What follows belongs to an exercise in optimizing a design on an open flow for small area; a production flow would make more cautious choices. The RTL was checked by simulation tests, not by an equivalence proof against the original design. No activity file was given, so power comes from the tool's default toggle rates.

==> trial 41 <==
==> flow/design.v <==
package signal_meter_pkg;
    localparam window_cycles = 16384;
endpackage
`timescale 1ns/10ps
module signal_meter_top (
    input  logic        clk,
    input  logic        rst_n,
    input  logic        measure_en,
    input  logic        sample_valid,
    input  logic [7:0]  sample_data,
    output logic [15:0] freq_out,
    output logic [15:0] amplitude_out,
    output logic [15:0] duty_out,
    output logic        freq_is_khz,
    output logic        results_updated
);
    logic [13:0] win;
    logic        tick;
    assign tick = measure_en & (&win);
    always_ff @(posedge clk or negedge rst_n) begin
        if (!rst_n)           win <= '0;
        else if (!measure_en) win <= '0;
        else                  win <= win + 1'b1;
    end
    logic hi, vh, xing, prev_low;
    assign hi    = sample_data[7];
    assign vh    = sample_valid & hi;
    assign xing = vh & prev_low;
    always_ff @(posedge clk or negedge rst_n) begin
        if (!rst_n)            prev_low <= 1'b0;
        else if (!measure_en)  prev_low <= 1'b0;
        else if (sample_valid) prev_low <= ~hi;
    end
    logic [13:0] c_cnt, c_nx;
    logic [14:0] t_cnt, t_nx, h_cnt, h_nx;
    assign c_nx = c_cnt + 14'(xing);
    assign t_nx = t_cnt + 15'(sample_valid);
    assign h_nx = h_cnt + 15'(vh);
    always_ff @(posedge clk or negedge rst_n) begin
        if (!rst_n) begin
            c_cnt <= '0; t_cnt <= '0; h_cnt <= '0;
        end else if (!measure_en || tick) begin
            c_cnt <= '0; t_cnt <= '0; h_cnt <= '0;
        end else begin
            c_cnt <= c_nx; t_cnt <= t_nx; h_cnt <= h_nx;
        end
    end
    logic [7:0] mx, mn, mx_nx, mn_nx;
    assign mx_nx = (sample_valid && sample_data > mx) ? sample_data : mx;
    assign mn_nx = (sample_valid && sample_data < mn) ? sample_data : mn;
    always_ff @(posedge clk or negedge rst_n) begin
        if (!rst_n) begin
            mx <= 8'd0; mn <= 8'd255;
        end else if (!measure_en || tick) begin
            mx <= 8'd0; mn <= 8'd255;
        end else begin
            mx <= mx_nx; mn <= mn_nx;
        end
    end
    logic [8:0] adiff;
    logic [7:0] amp_p;
    assign adiff = {1'b0, mx_nx} - {1'b0, mn_nx};
    always_ff @(posedge clk or negedge rst_n) begin
        if (!rst_n)           amp_p <= '0;
        else if (!measure_en) amp_p <= '0;
        else if (tick)        amp_p <= adiff[8] ? 8'd0 : adiff[7:0];
    end
    logic [5:0] st;
    always_ff @(posedge clk or negedge rst_n) begin
        if (!rst_n)         st <= '0;
        else if (tick)      st <= 6'd1;
        else if (st != 0)   st <= st + 1'b1;
    end
    logic [24:0] z;
    logic        khz_p;
    logic [10:0] kmul;
    logic [11:0] zsum;
    logic        fmul, fsh;
    assign kmul = khz_p ? 11'd655 : 11'd10;
    assign zsum = {1'b0, z[24:14]} + (z[0] ? {1'b0, kmul} : 12'd0);
    assign fmul = (st >= 6'd1)  && (st <= 6'd14);
    assign fsh  = khz_p && (st >= 6'd15) && (st <= 6'd30);
    always_ff @(posedge clk or negedge rst_n) begin
        if (!rst_n) begin
            z <= '0; khz_p <= 1'b0;
        end else if (tick) begin
            z     <= {11'd0, c_nx};
            khz_p <= (c_nx > 14'd6553);
        end else if (fmul) begin
            z <= {zsum, z[13:1]};
        end else if (fsh) begin
            z <= {1'b0, z[24:1]};
        end
    end
    logic [14:0] hr;
    logic [7:0]  ir, rr, r2;
    logic [8:0]  rsub;
    logic [23:0] acc, a1;
    logic [6:0]  dly;
    logic [1:0]  cy;
    logic [3:0]  s2;
    logic        dv, i_le1, qb, p1, p2, xk, ins;
    logic [5:0]  k2;
    assign i_le1 = (ir[7:1] == 7'd0);
    assign r2    = {rr[6:0], 1'b0};
    assign rsub  = {1'b0, r2} - {1'b0, ir};
    assign qb    = i_le1 | ~rsub[8];
    assign p1    = (st >= 6'd1)  && (st <= 6'd16);
    assign p2    = (st >= 6'd17) && (st <= 6'd47);
    assign k2    = st - 6'd17;
    assign a1    = {acc[22:0], 1'b0} + (qb ? {9'd0, hr} : 24'd0);
    assign xk    = acc[0];
    assign s2    = {3'd0, xk} + {3'd0, dly[6]} - {3'd0, dly[1]} + {{2{cy[1]}}, cy};
    assign ins   = (k2 >= 6'd20) & s2[0];
    always_ff @(posedge clk) begin
        if (tick) begin
            hr  <= h_nx;
            ir  <= t_nx[14:7];
            rr  <= 8'd1;
            acc <= '0;
        end else if (p1) begin
            rr  <= rsub[8] ? r2 : rsub[7:0];
            acc <= a1;
        end else if (p2) begin
            acc <= {ins, acc[23:1]};
        end
        dly <= {dly[5:0], p2 & xk};
        cy  <= p2 ? s2[2:1] : 2'd0;
    end
    always_ff @(posedge clk or negedge rst_n) begin
        if (!rst_n)    dv <= 1'b0;
        else if (tick) dv <= (t_nx != 15'd0);
    end
    logic [7:0]  amp_o;
    logic [10:0] duty_o;
    always_ff @(posedge clk or negedge rst_n) begin
        if (!rst_n) begin
            freq_out        <= '0;
            freq_is_khz     <= 1'b0;
            amp_o           <= '0;
            duty_o          <= '0;
            results_updated <= 1'b0;
        end else begin
            results_updated <= tick;
            if (tick) begin
                freq_out    <= z[15:0];
                freq_is_khz <= khz_p;
                amp_o       <= amp_p;
                if (dv) duty_o <= acc[23:13];
            end
        end
    end
    assign amplitude_out = {8'd0, amp_o};
    assign duty_out      = {5'd0, duty_o};
endmodule
==> flow/run.sh <==
#!/bin/bash
# synth_recipe.tcl (not shown) runs the flow's synth.tcl, then flattens the netlist and writes it again
# the make line also repeats each setting of config.mk as NAME=value (left out here)
make -C /OpenROAD-flow-scripts/flow DESIGN_CONFIG=/design/flow/config.mk WORK_HOME=/design/flow/orfs CLKGATE_MAP_FILE= SYNTH_SCRIPT=/design/flow/synth_recipe.tcl finish
==> flow/config.mk <==
export PLATFORM = sky130hd
export DESIGN_NAME = signal_meter_top
export DESIGN_NICKNAME = signal_meter_top
export VERILOG_FILES = /design/flow/design.v
export SDC_FILE = /design/flow/constraint.sdc
export NUM_CORES = 4
export LEC_CHECK = 0
export CAP_MARGIN = 20
export CORE_MARGIN = 2
export CORE_UTILIZATION = 40
export SLEW_MARGIN = 20
==> flow/constraint.sdc <==
create_clock -name core_clock -period 10.0 [get_ports {clk}]
set_input_delay 2.0000 -clock core_clock [delete_from_list [all_inputs] [get_ports {clk}]]
set_output_delay 2.0000 -clock core_clock [all_outputs]
set_load 0.01 [all_outputs]
==> trial 32: changes against trial 41 <==
==> flow/design.v (replaced) <==
package signal_meter_pkg;
    localparam window_cycles = 16384;
endpackage
`timescale 1ns/10ps
module signal_meter_top (
    input  logic        clk,
    input  logic        rst_n,
    input  logic        measure_en,
    input  logic        sample_valid,
    input  logic [7:0]  sample_data,
    output logic [15:0] freq_out,
    output logic [15:0] amplitude_out,
    output logic [15:0] duty_out,
    output logic        freq_is_khz,
    output logic        results_updated
);
    logic [13:0] win;
    logic        tick, wzero, wfb;
    assign wzero = (win[12:0] == 13'd0);
    assign tick  = measure_en & wzero & win[13];
    assign wfb   = win[13] ^ win[11] ^ win[1] ^ win[0] ^ wzero;
    always_ff @(posedge clk or negedge rst_n) begin
        if (!rst_n)           win <= '0;
        else if (!measure_en) win <= '0;
        else                  win <= {win[12:0], wfb};
    end
    logic hi, vh, xing, prev_low;
    assign hi    = sample_data[7];
    assign vh    = sample_valid & hi;
    assign xing = vh & prev_low;
    always_ff @(posedge clk or negedge rst_n) begin
        if (!rst_n)            prev_low <= 1'b0;
        else if (!measure_en)  prev_low <= 1'b0;
        else if (sample_valid) prev_low <= ~hi;
    end
    logic [13:0] c_cnt, c_nx;
    logic [14:0] t_cnt, t_nx, h_cnt, h_nx;
    assign c_nx = c_cnt + 14'(xing);
    assign t_nx = t_cnt + 15'(sample_valid);
    assign h_nx = h_cnt + 15'(vh);
    always_ff @(posedge clk or negedge rst_n) begin
        if (!rst_n)                  c_cnt <= '0;
        else if (!measure_en || tick) c_cnt <= '0;
        else                         c_cnt <= c_nx;
    end
    logic keep_hi, drop_hi;
    always_ff @(posedge clk or negedge rst_n) begin
        if (!rst_n) begin
            t_cnt <= '0; h_cnt <= '0;
        end else begin
            if (!measure_en || tick) begin
                t_cnt[6:0] <= '0; h_cnt[4:0] <= '0;
            end else begin
                t_cnt[6:0] <= t_nx[6:0]; h_cnt[4:0] <= h_nx[4:0];
            end
            if (drop_hi || (!measure_en && !keep_hi)) begin
                t_cnt[14:7] <= '0; h_cnt[14:5] <= '0;
            end else begin
                t_cnt[14:7] <= t_nx[14:7]; h_cnt[14:5] <= h_nx[14:5];
            end
        end
    end
    logic [7:0] mx, nmn, mx_nx, mn_nx, nsd;
    assign nsd   = ~sample_data;
    assign mx_nx = (sample_valid && sample_data > mx) ? sample_data : mx;
    assign mn_nx = (sample_valid && nsd > nmn) ? sample_data : ~nmn;
    always_ff @(posedge clk or negedge rst_n) begin
        if (!rst_n) begin
            mx <= 8'd0; nmn <= 8'd0;
        end else if (!measure_en || tick) begin
            mx <= 8'd0; nmn <= 8'd0;
        end else begin
            mx <= mx_nx; nmn <= ~mn_nx;
        end
    end
    logic [8:0] adiff;
    logic [7:0] amp_p;
    assign adiff = {1'b0, mx_nx} - {1'b0, mn_nx};
    always_ff @(posedge clk or negedge rst_n) begin
        if (!rst_n)           amp_p <= '0;
        else if (!measure_en) amp_p <= '0;
        else if (tick)        amp_p <= adiff[8] ? 8'd0 : adiff[7:0];
    end
    logic [6:0] st;
    assign keep_hi = (st >= 7'd1) && (st <= 7'd15);
    assign drop_hi = (st == 7'd16);
    always_ff @(posedge clk or negedge rst_n) begin
        if (!rst_n)         st <= '0;
        else if (tick)      st <= 7'd1;
        else if (st != 0)   st <= st + 1'b1;
    end
    logic [14:0] hr;
    logic [4:0]  hlo;
    logic [7:0]  ir, r2;
    logic [6:0]  rr;
    logic [8:0]  rsub;
    logic [23:0] acc, acc_nx, a1;
    logic [1:0]  cy, cin;
    logic [3:0]  s2;
    logic        dv, i_le1, qb, p1, p2, ins;
    logic [13:0] z;
    logic        khz_p;
    logic [10:0] kmul;
    logic [11:0] zsum;
    logic        fmul, fsh;
    assign ir    = t_cnt[14:7];
    assign hr    = {h_cnt[14:5], hlo};
    assign i_le1 = (ir[7:1] == 7'd0);
    assign r2    = {rr, 1'b0};
    assign rsub  = {1'b0, r2} - {1'b0, ir};
    assign qb    = i_le1 | ~rsub[8];
    assign p1    = (st >= 7'd1)  && (st <= 7'd16);
    assign p2    = (st >= 7'd17) && (st <= 7'd40);
    assign fmul  = (st >= 7'd41) && (st <= 7'd54);
    assign fsh   = khz_p && (st >= 7'd55) && (st <= 7'd70);
    assign a1    = {acc[22:0], 1'b0} + (qb ? {9'd0, hr} : 24'd0);
    assign cin   = (st == 7'd17) ? {2{acc[6:2] < acc[4:0]}} : cy;
    assign s2    = {3'd0, acc[0]} - {3'd0, acc[5]} + {3'd0, acc[7]} + {{2{cin[1]}}, cin};
    assign ins   = (st >= 7'd30) & s2[0];
    assign kmul  = khz_p ? 11'd655 : 11'd10;
    assign zsum  = {1'b0, acc[12:2]} + (z[0] ? {1'b0, kmul} : 12'd0);
    always_comb begin
        acc_nx = acc;
        if (p1)        acc_nx = a1;
        else if (p2)   acc_nx = {ins, acc[23:1]};
        else if (fmul) acc_nx[12:2] = zsum[11:1];
        else if (fsh)  acc_nx[12:2] = {1'b0, acc[12:3]};
        if (tick)      acc_nx[7:0] = '0;
    end
    always_ff @(posedge clk) begin
        if (tick) begin
            hlo <= h_nx[4:0];
            rr  <= 7'd1;
        end else if (p1) begin
            rr  <= rsub[8] ? r2[6:0] : rsub[6:0];
        end
        acc[23:4] <= acc_nx[23:4];
        acc[1:0]  <= acc_nx[1:0];
        cy <= s2[2:1];
    end
    always_ff @(posedge clk or negedge rst_n) begin
        if (!rst_n) acc[3:2] <= '0;
        else        acc[3:2] <= acc_nx[3:2];
    end
    always_ff @(posedge clk or negedge rst_n) begin
        if (!rst_n) begin
            z <= '0; khz_p <= 1'b0;
        end else if (tick) begin
            z     <= c_nx;
            khz_p <= (c_nx > 14'd6553);
        end else if (fmul) begin
            z <= {zsum[0], z[13:1]};
        end else if (fsh) begin
            z <= {acc[2], z[13:1]};
        end
    end
    always_ff @(posedge clk or negedge rst_n) begin
        if (!rst_n)    dv <= 1'b0;
        else if (tick) dv <= (t_nx != 15'd0);
    end
    logic [7:0]  amp_o;
    logic [10:0] duty_o;
    always_ff @(posedge clk or negedge rst_n) begin
        if (!rst_n) begin
            freq_out        <= '0;
            freq_is_khz     <= 1'b0;
            amp_o           <= '0;
            duty_o          <= '0;
        end else begin
            if (tick) begin
                freq_out    <= {acc[3:2], z};
                freq_is_khz <= khz_p;
                amp_o       <= amp_p;
                if (dv) duty_o <= acc[23:13];
            end
        end
    end
    assign results_updated = (st == 7'd1);
    assign amplitude_out = {8'd0, amp_o};
    assign duty_out      = {5'd0, duty_o};
endmodule
Settings changed: CTS_BUF_LIST set to sky130_fd_sc_hd__clkbuf_8.
==> run summary <==
Trial 32 completed without violations. Trial 41 finished clean.
In trial 41 the sequential share of layout area is higher than in trial 32, by 0.67 points.
Between trial 41 and trial 32, the lower synthesized area is in trial 32 (gap about 12%, measured against trial 32).
In combinational power, trial 32 is at 9.4 times the value of trial 41.
Of trial 32 and trial 41, trial 41 has the higher count of clock-buffer cells in the layout (gap 23).

==> static timing again, ports no longer ideal <==
No port has a modelled driver above. Below, the same layouts with a new extraction and two added sets of constraints. Step 1 (the two cells are an assumption about what drives the block):
set clk [get_ports {clk}]
set_driving_cell -lib_cell sky130_fd_sc_hd__clkbuf_16 $clk
set_driving_cell -lib_cell sky130_fd_sc_hd__buf_2 [delete_from_list [all_inputs] $clk]
Step 2 also shifts input and output timing later by t, the mid clock arrival at the registers, as if the neighbouring blocks saw the same clock. Slacks: ideal / step 1 / step 2; pairs: ideal / step 1.
| run | shift t [ns] | setup WS [ns] | worst setup path at the end | cell pins on the clock port's net |
|---|---|---|---|---|
| trial 41 | 0.569 | 4.410 / 4.437 / 3.868 | input to register | 1 |
| trial 32 | 0.506 | 4.428 / 4.447 / 3.941 | input to register | 1 |
After both steps setup and hold are still met in every run listed. For trial 41, which loses most, drivers alone change the setup slack by +0.027 ns; drivers and shift together by -0.542 ns.
